This is an optimization exercise on Yosys and OpenROAD, whose aim is small area, a short achievable clock period and few clock cycles per item, not a production implementation.
At most, simulation tests tie the RTL to the original design; equivalence was not proved.
No functional check of the RTL was part of run 2.
Power figures rest on the tool's default switching activity, not on a simulated workload.

File: flow/design.v
package data_mem_pkg;
  localparam logic SZ_BYTE  = 1'b0;
  localparam logic SZ_WORD  = 1'b1;
  localparam logic RW_READ  = 1'b0;
  localparam logic RW_WRITE = 1'b1;
endpackage
module dm_rd_or8 (
  input  logic [7:0] d,
  input  logic [7:0] sel,
  output logic       y
);
  logic [3:0] w_l1;
  for (genvar i = 0; i < 4; i++) begin : g_l1
    assign w_l1[i] = ~((d[2*i] & sel[2*i]) | (d[2*i+1] & sel[2*i+1]));
  end
  assign y = ~&w_l1;
endmodule
module dm_rd_bit (
  input  logic [63:0] d,
  input  logic [7:0]  sel_lo,
  input  logic [7:0]  sel_hi,
  output logic        y
);
  logic [7:0] w_grp;
  for (genvar g = 0; g < 8; g++) begin : g_grp
    dm_rd_or8 u (.d(d[8*g +: 8]), .sel(sel_lo), .y(w_grp[g]));
  end
  dm_rd_or8 u_top (.d(w_grp), .sel(sel_hi), .y(y));
endmodule
module dm_out_word (
  input  logic v,
  input  logic load_w,
  input  logic q,
  input  logic hold,
  output logic d
);
  assign d = (v & load_w) | (q & hold);
endmodule
module dm_out_byte (
  input  logic [3:0] v,
  input  logic [3:0] load,
  input  logic       q,
  input  logic       hold,
  output logic       d
);
  assign d = |(v & load) | (q & hold);
endmodule
module dm_we (
  input  logic sel_lo,
  input  logic sel_hi,
  input  logic lane,
  output logic we
);
  assign we = sel_lo & sel_hi & lane;
endmodule
module dm_done (
  input  logic       en,
  input  logic       rw,
  input  logic       size,
  input  logic [1:0] off,
  input  logic       ph,
  output logic       done
);
  assign done = en && (ph || rw || (size && off != 2'b00));
endmodule
module dm_stall (
  input  logic       en,
  input  logic       rw,
  input  logic       size,
  input  logic [1:0] off,
  input  logic       ph,
  output logic       stall
);
  assign stall = en && !(ph || rw || (size && off != 2'b00));
endmodule
module dm_load (
  input  logic       en,
  input  logic       rw,
  input  logic       size,
  input  logic [1:0] off,
  input  logic       ph,
  input  logic       ld,
  output logic       load
);
  assign load = en && ld && (ph || rw || (size && off != 2'b00));
endmodule
module dm_fault (
  input  logic       en,
  input  logic       size,
  input  logic [1:0] off,
  output logic       fault
);
  assign fault = en && size && off != 2'b00;
endmodule
module dm_rdata4 (
  input  logic [3:0] r,
  input  logic       en,
  input  logic       size,
  input  logic [1:0] off,
  output logic [3:0] y
);
  assign y = (en && size && off != 2'b00) ? 4'h0 : r;
endmodule
module dm_dec8 (
  input  logic [2:0] a,
  output logic [7:0] y
);
  assign y = 8'b1 << a;
endmodule
module data_mem_ctrl (
  input  logic        CLK,
  input  logic        CLR,
  input  logic        enable_i,
  input  logic        rw_i,
  input  logic        size_i,
  input  logic        load_i,
  input  logic [31:0] addr_i,
  input  logic [31:0] wdata_i,
  output logic [31:0] rdata_o,
  output logic        load_o,
  output logic        stall_o,
  output logic        done_o
  ,
  output logic        fault_o
);
  logic [31:0] r_mem [64];
  logic [7:0]  w_eff;
  logic [31:0] r_out, w_out_d, w_q, w_wdata;
  logic [7:0]  w_sel_lo, w_sel_hi;
  logic [7:0]  w_rsel_lo [4];
  logic [7:0]  w_rsel_hi [2];
  logic [3:0]  w_lanes, w_ld_byte;
  logic        r_ph, w_fault, w_rd_start, w_clr_out, w_ld_word, w_hold, w_fault_o;
  logic        w_unused;
  assign w_unused = ^addr_i[31:8];
  assign w_eff    = addr_i[7:0];
  assign w_fault = size_i == data_mem_pkg::SZ_WORD && w_eff[1:0] != 2'b00;
  assign fault_o = w_fault_o;
  assign w_rd_start = enable_i && rw_i == data_mem_pkg::RW_READ && !w_fault && !r_ph;
  assign w_lanes = (!CLR && enable_i && rw_i == data_mem_pkg::RW_WRITE && !w_fault) ?
                   (size_i == data_mem_pkg::SZ_WORD ? 4'hF : 4'b1000 >> w_eff[1:0]) : 4'h0;
  assign w_wdata = size_i == data_mem_pkg::SZ_WORD ? wdata_i : {4{wdata_i[7:0]}};
  dm_dec8 u_dec_wlo (.a(w_eff[4:2]), .y(w_sel_lo));
  dm_dec8 u_dec_whi (.a(w_eff[7:5]), .y(w_sel_hi));
  for (genvar c = 0; c < 4; c++) begin : g_dec_lo
    dm_dec8 u (.a(w_eff[4:2]), .y(w_rsel_lo[c]));
  end
  for (genvar c = 0; c < 2; c++) begin : g_dec_hi
    dm_dec8 u (.a(w_eff[7:5]), .y(w_rsel_hi[c]));
  end
  for (genvar i = 0; i < 64; i++) begin : g_word
    for (genvar b = 0; b < 4; b++) begin : g_lane
      logic w_we;
      dm_we u_we (.sel_lo(w_sel_lo[i % 8]), .sel_hi(w_sel_hi[i / 8]), .lane(w_lanes[b]), .we(w_we));
      always_ff @(posedge CLK)
        if (w_we) r_mem[i][8*b +: 8] <= w_wdata[8*b +: 8];
    end
  end
  for (genvar j = 0; j < 32; j++) begin : g_rd
    logic [63:0] w_col;
    always_comb
      for (int i = 0; i < 64; i++) w_col[i] = r_mem[i][j];
    dm_rd_bit u_bit (.d(w_col), .sel_lo(w_rsel_lo[j / 8]), .sel_hi(w_rsel_hi[j / 16]), .y(w_q[j]));
  end
  assign w_clr_out = CLR || (enable_i && w_fault);
  assign w_hold    = !w_clr_out && !w_rd_start;
  assign w_ld_word = !w_clr_out && w_rd_start && size_i == data_mem_pkg::SZ_WORD;
  always_comb
    for (int k = 0; k < 4; k++)
      w_ld_byte[k] = !w_clr_out && w_rd_start &&
                     (size_i == data_mem_pkg::SZ_WORD ? k == 3 : w_eff[1:0] == 2'(k));
  for (genvar j = 8; j < 32; j++) begin : g_ow
    dm_out_word u (.v(w_q[j]), .load_w(w_ld_word), .q(r_out[j]), .hold(w_hold), .d(w_out_d[j]));
  end
  for (genvar j = 0; j < 8; j++) begin : g_ob
    dm_out_byte u (.v({w_q[j], w_q[8+j], w_q[16+j], w_q[24+j]}), .load(w_ld_byte), .q(r_out[j]),
                   .hold(w_hold), .d(w_out_d[j]));
  end
  dm_done  u_done  (.en(enable_i), .rw(rw_i), .size(size_i), .off(w_eff[1:0]), .ph(r_ph),
                    .done(done_o));
  dm_stall u_stall (.en(enable_i), .rw(rw_i), .size(size_i), .off(w_eff[1:0]), .ph(r_ph),
                    .stall(stall_o));
  dm_load  u_load  (.en(enable_i), .rw(rw_i), .size(size_i), .off(w_eff[1:0]), .ph(r_ph),
                    .ld(load_i), .load(load_o));
  dm_fault u_fault (.en(enable_i), .size(size_i), .off(w_eff[1:0]), .fault(w_fault_o));
  for (genvar j = 0; j < 8; j++) begin : g_rdo
    dm_rdata4 u (.r(r_out[4*j +: 4]), .en(enable_i), .size(size_i), .off(w_eff[1:0]),
                 .y(rdata_o[4*j +: 4]));
  end
  always_ff @(posedge CLK) begin
    r_ph  <= !CLR && w_rd_start;
    r_out <= w_out_d;
  end
endmodule
File: flow/config.mk
export PLATFORM = sky130hd
export DESIGN_NAME = data_mem_ctrl
export DESIGN_NICKNAME = data_mem_ctrl
export VERILOG_FILES = /design/flow/design.v
export SDC_FILE = /design/flow/constraint.sdc
export NUM_CORES = 4
export LEC_CHECK = 0
export CAP_MARGIN = 10
export CORE_MARGIN = 2
export CORE_UTILIZATION = 65
export CTS_CLUSTER_DIAMETER = 100
export CTS_CLUSTER_SIZE = 24
export SETUP_SLACK_MARGIN = 2.0
export SLEW_MARGIN = 10
export SYNTH_HIERARCHICAL = 1
File: flow/constraint.sdc
create_clock -name core_clock -period 4.0 [get_ports {CLK}]
set_input_delay 0.8000 -clock core_clock [delete_from_list [all_inputs] [get_ports {CLK}]]
set_output_delay 0.8000 -clock core_clock [all_outputs]
set_load 0.01 [all_outputs]
File: flow/flow/run.sh
#!/bin/bash
set -euo pipefail
bash standard.sh MATCH_CELL_FOOTPRINT=0 "BUFFER_PORTS_ARGS=-buffer_cell sky130_fd_sc_hd__buf_4" finish > standard.log 2>&1
File: flow/standard.sh
#!/bin/bash
# synth_recipe.tcl (not shown) runs the flow's synth.tcl, then flattens the netlist and writes it again
# the make line also repeats each setting of config.mk as NAME=value (left out here)
make -C /OpenROAD-flow-scripts/flow DESIGN_CONFIG=/design/flow/config.mk WORK_HOME=/design/flow/orfs CLKGATE_MAP_FILE= SYNTH_SCRIPT=/design/flow/synth_recipe.tcl "${@:-finish}"
==> summary.txt, run 1 <==
pins over their slew limit=0; post-synthesis compound-gate area fraction=12.08%; Rel. slew slack=a little over a fifth; Post-Synth XOR/XNOR Area=less than 1%; cell family with most CP delay=buffers and inverters; Area growth syn-to-layout=14.90%; utilization after layout=around three quarters; DRC Markers=0; DP HPWL=~120 mm; reg2reg start=r_ph; vias per inst=between 7 and 8; crit path launch=addr_i[2]; vias in the first global route=between 40k and 50k; row count=approximately 130; Longest Clk Path Bufs=3; Slew @ Worst Pin=1.169 ns; Power, Total=around 37 mW; maximum net fanout on the critical path=6; Clk pin slew, worst setup/hold paths=around 0.090 ns; Die ar.=approximately 120000 sq um; largest net degree at the start of global routing=65; warnings from Yosys=11; Seq/Total Area, Yosys=approximately 80%; worst clock skew=a little over 0.02 ns; Distinct cells, synth=32; CP arrival=about 3.1 ns; post-synthesis adder-cell area fraction=0%; PortBufs=81; post-synthesis mux area share=0%; FF/Latch Area=around 62000 sq um; Required @ worst endpoint=between 4 and 5 ns; WHS=0.4468 ns; crit end category=flip-flop; Pre-antenna DRT Iters=6; crit start category=input pin; htree depth=3; Initial Util=about two thirds; Total GRT Usage=around a third; hold_sp=addr_i[1]; Layout Cells excl Fill=just over 6k; WS Path Type=in -> reg; WL final=~210 mm; fin nets=4578; dpl ws=between 0.15 and 0.2 ns; reg-to-reg critical path endpoint=r_out[2]; simple logic cell fraction of the synthesized area=between 5 and 6%; boundary pin count=106; Core Region=116000 sq um; cell area after synthesis=between 70000 and 80000 sq um; reg-to-reg slack, setup=~1.8 ns; fillcell total=6682; per-cell routed wire length=about 35 microns; clock sinks=~2.1k; die height=around 350 microns; Root Driver=clkbuf_16; synthesized area per cell=about 19 sq um; Finished Cell Area=about 87000 sq um; RSZ-0062 raised after global routing=yes; Multi-input gate area=16070 sq um; Max-Cap Viols=0; GPL Wtd Cong=~0.85; critical-path cell list=buf_16 -> buf_8 -> nor3b_4 -> buf_6 -> buf_12 -> buf_12 -> a22oi_2 -> nand4_1 -> a22oi_2 -> nand4_1 -> buf_4 -> a222oi_1 -> nand2_1; Min-Delay Path Class=in -> reg; via count=~44k; Setup TNS Final=0 ns; leakage power=about 27 nW; CP bufs+invs=6; post-route ant nets=0; most common cell after layout, fill and taps aside=edfxtp_1; initial antenna violation count=14; Hold Fails Final Rpt=0; Placed Area=80810 sq um; Peak Freq=402.8 MHz; most frequent cells in the layout=2048 x edfxtp_1, 919 x a22oi_1, 288 x nand4_1; syn nets=4092; cts bufs inserted=96; ratio of cells with drive above 1 in the final layout=between 20% and 30%; TritonCTS clock tree=yes; slowest library cell on the worst path=a22oi_2; total stage count of the critical path=13; pwr dens=429.7 nW/um^2; VDD IR max=0.0005188 V; crit path capture=r_out[0]; Overflow after GRT=0; die span in x=~350 microns; Syn Inst Count=about 4.0k; PnR worst setup slack=between 1.5 and 2 ns; first-pass GRT wire length=just under 300 mm; final period utilization=62.07%; endpoints failing setup=0; status=no timing/DRC/antenna violations; dpl cells=about 5.8k; FF-to-FF path depth=5; main combinational cell family by area after synthesis=compound AO/OA/AOI/OAI gates; Iteration-0 DRC Markers=slightly below 7k; post-layout min period=about 2.5 ns; Synth Register Bits=roughly 2.1k; Worst-Skew Late Latency=0.74 ns; slowest stage delay, CP=0.32 ns
cell usage after synthesis:
cell,instances,area [sq um]
or3b_1,1,8.760
dfxtp_1,33,660.6
edfxtp_1,2048,61500
o211ai_2,8,100.1
xnor2_1,2,17.52
a22o_1,24,210.2
clkbuf_1,5,18.77
nand2_1,57,214.0
a22oi_1,1160,8708
nand4_1,288,1802
nand3b_1,2,15.01
buf_2,2,10.01
o21a_1,1,7.510
o21ai_1,3,15.01
nor3b_1,24,180.2
o21bai_1,1,7.510
nor4b_2,1,15.01
a222oi_1,8,80.08
and3_1,257,1608
and3b_2,24,240.2
and2_1,32,200.2
or4b_1,1,10.01
nor2_1,5,18.77
o211a_1,1,10.01
nor4_2,1,12.51
and3_2,8,60.06
a21boi_1,1,7.510
nand2b_1,8,50.05
o22ai_1,1,6.260
nor4b_4,1,23.77
nor3_1,11,55.05
a21oi_1,3,15.01
layer usage:
layer	vias up	routed length, microns	share of wire [%]	track usage (%)
met5	-	152	0.073	0.1601
met4	12	5757	2.8	10.03
met3	342	24810	12	6.465
met2	2774	97050	46	52.52
met1	22520	81400	39	52.25
li1	18590	-	-	-
cells by family after synthesis:
group	count (synthesis)
XOR/XNOR	2
AND/OR/NAND/NOR	721
AO/OA/AOI/OAI	1211
buffers and inverters	7
flip-flops	2081
worst register-to-register path: cells and delay by family (launching register included):
family / cells / cell delay [ns]
simple gates: 3 / 1.41
flops: 1 / 0.35
compound gates: 1 / 0.24
buf+inv: 1 / 0.13
power by group:
| group | internal (mW) | switching (mW) | leakage (nW) |
|---|---|---|---|
| combinational | 0.833 | 1.91 | 7.23 |
| clock | 4.41 | 6.25 | 1.22 |
| sequential | 24.1 | 0.00982 | 18.2 |
| total | 29.3 | 8.17 | 26.7 |
registers in the layout (all words and copies together) (netlist names):
register / cells
r_mem: 2048
r_ph: 1
r_out: 32
per-module statistics from Yosys (local to each module, per instance), a selection:
module	area, sq um	times used	cells inside
data_mem_ctrl	62580	1	2163
dm_stall	15.01	1	3
dm_rd_or8	36.28	288	5
dm_load	17.52	1	4
dm_fault	10.01	1	1
dm_we	6.256	256	1
dm_dec8	65.06	8	8
dm_out_word	8.758	24	1
dm_rdata4	37.54	8	5
dm_out_byte	21.27	8	3
dm_done	16.27	1	3
how the worst min path moves through the flow:
stage / cells after the start / end / slack, ns
after global placement: 1 / r_out[9] / 0.45
after CTS: 3 / r_ph / 0.42
after floorplan: 2 / r_out[0] / 0.43
final: 3 / r_ph / 0.45
after global routing: 3 / r_ph / 0.46
after detailed placement: 1 / r_out[15] / 0.45
final cells by class:
cell class	count	share of cell area [%]
Sequential cell	2081	71.29
Multi-Input combinational cell	1943	18.43
Timing Repair Buffer	386	5.202
Clock buffer	117	2.870
Tap cell	1524	2.187
Antenna cell	4	0.01148
Clock inverter	1	0.01005
timing repair:
item / CTS / global route
hold buffers: 0 / 0
resized for setup: 444 / 171
setup endpoints to repair: 3105 / 1246
setup buffers: 76 / 11
pin swaps: 186 / 144
cloned: 38 / 5
Testbench counts, summed over its fixed seeds: cycles 7,338, items 4,800.
==> run 2: changes to the inputs <==
--- a/flow/design.v
+++ b/flow/design.v
@@ -127,8 +127,8 @@
   logic [7:0]  w_eff;
   logic [31:0] r_out, w_out_d, w_q, w_wdata;
   logic [7:0]  w_sel_lo, w_sel_hi;
-  logic [7:0]  w_rsel_lo [4];
-  logic [7:0]  w_rsel_hi [2];
+  logic [7:0]  w_rsel_lo [8];
+  logic [7:0]  w_rsel_hi [4];
   logic [3:0]  w_lanes, w_ld_byte;
   logic        r_ph, w_fault, w_rd_start, w_clr_out, w_ld_word, w_hold, w_fault_o;
   logic        w_unused;
@@ -142,10 +142,10 @@
   assign w_wdata = size_i == data_mem_pkg::SZ_WORD ? wdata_i : {4{wdata_i[7:0]}};
   dm_dec8 u_dec_wlo (.a(w_eff[4:2]), .y(w_sel_lo));
   dm_dec8 u_dec_whi (.a(w_eff[7:5]), .y(w_sel_hi));
-  for (genvar c = 0; c < 4; c++) begin : g_dec_lo
+  for (genvar c = 0; c < 8; c++) begin : g_dec_lo
     dm_dec8 u (.a(w_eff[4:2]), .y(w_rsel_lo[c]));
   end
-  for (genvar c = 0; c < 2; c++) begin : g_dec_hi
+  for (genvar c = 0; c < 4; c++) begin : g_dec_hi
     dm_dec8 u (.a(w_eff[7:5]), .y(w_rsel_hi[c]));
   end
   for (genvar i = 0; i < 64; i++) begin : g_word
@@ -160,7 +160,7 @@
     logic [63:0] w_col;
     always_comb
       for (int i = 0; i < 64; i++) w_col[i] = r_mem[i][j];
-    dm_rd_bit u_bit (.d(w_col), .sel_lo(w_rsel_lo[j / 8]), .sel_hi(w_rsel_hi[j / 16]), .y(w_q[j]));
+    dm_rd_bit u_bit (.d(w_col), .sel_lo(w_rsel_lo[j / 4]), .sel_hi(w_rsel_hi[j / 8]), .y(w_q[j]));
   end
   assign w_clr_out = CLR || (enable_i && w_fault);
   assign w_hold    = !w_clr_out && !w_rd_start;
--- a/flow/config.mk
+++ b/flow/config.mk
@@ -5,11 +5,11 @@
 export SDC_FILE = /design/flow/constraint.sdc
 export NUM_CORES = 4
 export LEC_CHECK = 0
-export CAP_MARGIN = 10
+export CAP_MARGIN = 20
 export CORE_MARGIN = 2
 export CORE_UTILIZATION = 65
 export CTS_CLUSTER_DIAMETER = 100
 export CTS_CLUSTER_SIZE = 24
 export SETUP_SLACK_MARGIN = 2.0
-export SLEW_MARGIN = 10
+export SLEW_MARGIN = 20
 export SYNTH_HIERARCHICAL = 1
==> run 2 against run 1 <==
Against the previous run:
- still clean on timing, DRC and antenna
- register-to-register slack worse by 0.16 ns
- sequential share of layout area down 2.1 points
- sequential power about the same
- setup slack improved by 0.018 ns
- synthesized cell count rose by 1.2%
- combinational power up 7.7%
- synthesized area grew 0.51%
- power is 1.5% higher
- final cell count is 3.0% higher
- final area grew 3.1%
- flip-flop and latch count is the same
- critical endpoint is now r_out[7]
- largest cell class unchanged
==> summary.txt, run 2 <==
Core Region=about 120000 sq um; critical-path cell list=buf_16 -> buf_12 -> buf_12 -> buf_12 -> buf_12 -> and3b_4 -> buf_6 -> a22oi_2 -> nand4_1 -> a22oi_2 -> nand4_1 -> a222oi_1 -> nand2_1; slowest stage delay, CP=0.40 ns; Peak Freq=around 410 MHz; vias in the first global route=roughly 45k; post-layout min period=roughly 2.5 ns; Max-Cap Viols=0; Required @ worst endpoint=~4.6 ns; Pre-antenna DRT Iters=6; DP HPWL=124.7 mm; met2 WL=around 110 mm; ratio of cells with drive above 1 in the final layout=~28%; synthesized area per cell=18.74 sq um; warnings from Yosys=11; Power, Total=38.04 mW; Initial Util=65.55%; DRC Markers=0; Synth Register Bits=2081; TritonCTS clock tree=yes; DR WL met3=about 30 mm; Synth area leaders=edfxtp_1 81%, a22oi_1 11%, nand4_1 2.4%, and3_1 2.1%, dfxtp_1 0.87%; VDD IR max=0.0004740 V; CP bufs+invs=6; CP arrival=~3 ns; WS Path Type=in -> reg; hold_buf cts=0; Seq/Total Area, Yosys=just over 80%; biggest regs=r_mem x2048, r_out x32, r_ph x1; Hold Fails Final Rpt=0; leakage power=between 20 and 30 nW; Iteration-0 DRC Markers=6830; Area growth syn-to-layout=17.86%; pwr dens=~420 nW/um^2; Rel. slew slack=between 20% and 30%; Min-Delay Path Class=in -> reg; per-cell routed wire length=roughly 37 microns; clock sinks=roughly 2.1k; Worst-Skew Late Latency=roughly 0.73 ns; PortBufs=81; crit start category=input pin; syn nets=approximately 4.1k; Setup TNS Final=0 ns; Multi-input gate area=roughly 18000 sq um; slowest library cell on the worst path=a222oi_1; final period utilization=between 60% and 70%; fin nets=between 4k and 5k; largest net degree at the start of global routing=65; cell area after synthesis=around 76000 sq um; die height=346.6 microns; worst clock skew=between 0.03 and 0.04 ns; post-route ant nets=0; initial antenna violation count=10; Clk pin slew, worst setup/hold paths=0.11 ns; cell taking the most area after synthesis=edfxtp_1; via count=47.06k; Root Driver=clkbuf_16; Longest Clk Path Bufs=3; Syn Inst Count=slightly above 4k; Reg with most FFs=r_mem; Distinct cells, synth=32; GPL Wtd Cong=approximately 0.90; Synth top area share=between 80% and 90%; FF/Latch Area=62160 sq um; most common cell after layout, fill and taps aside=edfxtp_1; status=no timing/DRC/antenna violations; Total GRT Usage=a little under two fifths; Overflow after GRT=0; maximum net fanout on the critical path=8; main flop type after synthesis=edfxtp_1; DR top layer=met5; WL met1=about 82 mm; vias per inst=roughly 7.5; Slew @ Worst Pin=approximately 1.1 ns; Die ar.=around 120000 sq um; row count=approximately 130; die span in x=346.6 microns; crit-path most repeated cell=buf_12; pins over their slew limit=0; RSZ-0062 raised after global routing=yes; cts bufs inserted=96; WL final=between 200 and 250 mm; most frequent cells in the layout=2048 x edfxtp_1, 847 x a22oi_1, 313 x a22oi_2; fillcell total=6508; Commonest cells post-synth=2048 x edfxtp_1, 1160 x a22oi_1, 288 x nand4_1; boundary pin count=~110; Post-synth ARST share=0%; htree depth=3; cell family with most CP delay=compound AO/OA/AOI/OAI gates; count leader, synth=edfxtp_1; number of synthesized flops with an enable pin=slightly above 2k; endpoints failing setup=0; crit end category=flip-flop; first-pass GRT wire length=320.6 mm; number of flip-flops in the largest register=roughly 2.0k
==> run 2: routing by layer <==
metal / up-vias / track usage [%]
met3: 596 / 9.975
met2: 3316 / 58.59
met1: 24070 / 51.67
met5: - / 0
met4: 4 / 15.06
li1: 19070 / -
==> run 2: area by class of cell <==
cell class	instances	area share, %
Tap cell	1524	2.121
Timing Repair Buffer	473	6.227
Multi-Input combinational cell	2014	19.50
Antenna cell	6	0.01670
Clock inverter	3	0.02923
Clock buffer	138	2.966
Sequential cell	2081	69.15
==> run 2: cells by family after synthesis <==
logic type	after synthesis	share of synthesized area (%)
flip-flops	2081	81.49
buffers and inverters	7	0.03773
AO/OA/AOI/OAI	1211	12.02
XOR/XNOR	2	0.02297
AND/OR/NAND/NOR	769	6.428
==> run 2: path summary, 6_finish.rpt <==
kind                               endpoint  cells after the start       start  slack, ns
worst max-delay path               r_out[7]                     13   addr_i[2]       1.54
worst min register to register    r_out[30]                      1   r_out[30]       0.49
worst min-delay path            r_mem[6][7]                      1  wdata_i[7]       0.39
worst max register to register     r_out[5]                      6        r_ph       1.65
==> run 2: where the power goes <==
group	internal, mW	switching [mW]	total (mW)
clock network	4.65	6.38	11.0
registers	24.1	0.0127	24.1
logic	0.940	2.01	2.95
==> run 2: stage by stage <==
| stage | std cells | hold WS, ns | instance area, sq um | utilization, % | setup slack, ns |
|---|---|---|---|---|---|
| after global placement | 5847 | 0.4567 | 81080 | 69.68 | 0.1325 |
| final | 6239 | 0.3924 | 89900 | 77.26 | 1.535 |
| after global routing | 6236 | 0.3949 | 89900 | 77.25 | 1.530 |
| after floorplan | 4070 | 0.4333 | 76620 | - | 1.185 |
| after detailed placement | 5849 | 0.4518 | 81110 | 69.70 | 0.1552 |
| after CTS | 6202 | 0.3739 | 88640 | 76.18 | 1.663 |
==> run 2: worst register-to-register path, stage by stage (launching register included) <==
cell     delay (ns)
dfxtp_4        0.38
buf_4          0.14
or4b_4         0.65
nor4b_4        0.62
a22oi_1        0.21
buf_4          0.23
nand2_1        0.07
==> run 2: what timing repair did <==
action,in CTS,in global routing
gates cloned,67,10
buffers inserted,145,21
pin swaps,251,148
resized for setup,626,244
setup endpoints to repair,2212,2212
==> run 2: modules after synthesis (local to each module, per instance), excerpt <==
module         copies in the design  cells inside  area [sq um]
data_mem_ctrl                     1          2163         62580
dm_rdata4                         8             5         37.54
dm_out_byte                       8             3         21.27
dm_load                           1             4         17.52
dm_stall                          1             3         15.01
dm_we                           256             1         6.256

[afterwards: timing with drivers on the ports]
No port has a modelled driver above. Below, the same layouts with a new extraction and two added sets of constraints. Step 1 (the two cells are an assumption about what drives the block):
set clk [get_ports {CLK}]
set_driving_cell -lib_cell sky130_fd_sc_hd__clkbuf_16 $clk
set_driving_cell -lib_cell sky130_fd_sc_hd__buf_2 [delete_from_list [all_inputs] $clk]
Step 2 times the ports against the registers' clock, not the clock port: input delays grow and output delays shrink by t, the midpoint of the rising clock arrivals with the driver on. a / b / c = ideal / step 1 / step 2; a / b = the first two.
| run | t, ns | setup slack, ns | hold WS [ns] | latest minus earliest clock arrival (ns) | pins driven straight from the clock port |
|---|---|---|---|---|---|
| run 1 | 0.806 | 1.517 / 1.339 / 0.533 | 0.447 / 0.479 / 0.479 | 0.029 / 0.030 | 1 |
| run 2 | 0.799 | 1.535 / 1.258 / 0.458 | 0.392 / 0.339 / 0.487 | 0.032 / 0.033 | 1 |
After both steps every run listed still meets setup and hold. The setup slack of run 2, which loses most, moves by -0.277 ns with the drivers and by -1.077 ns with both steps.
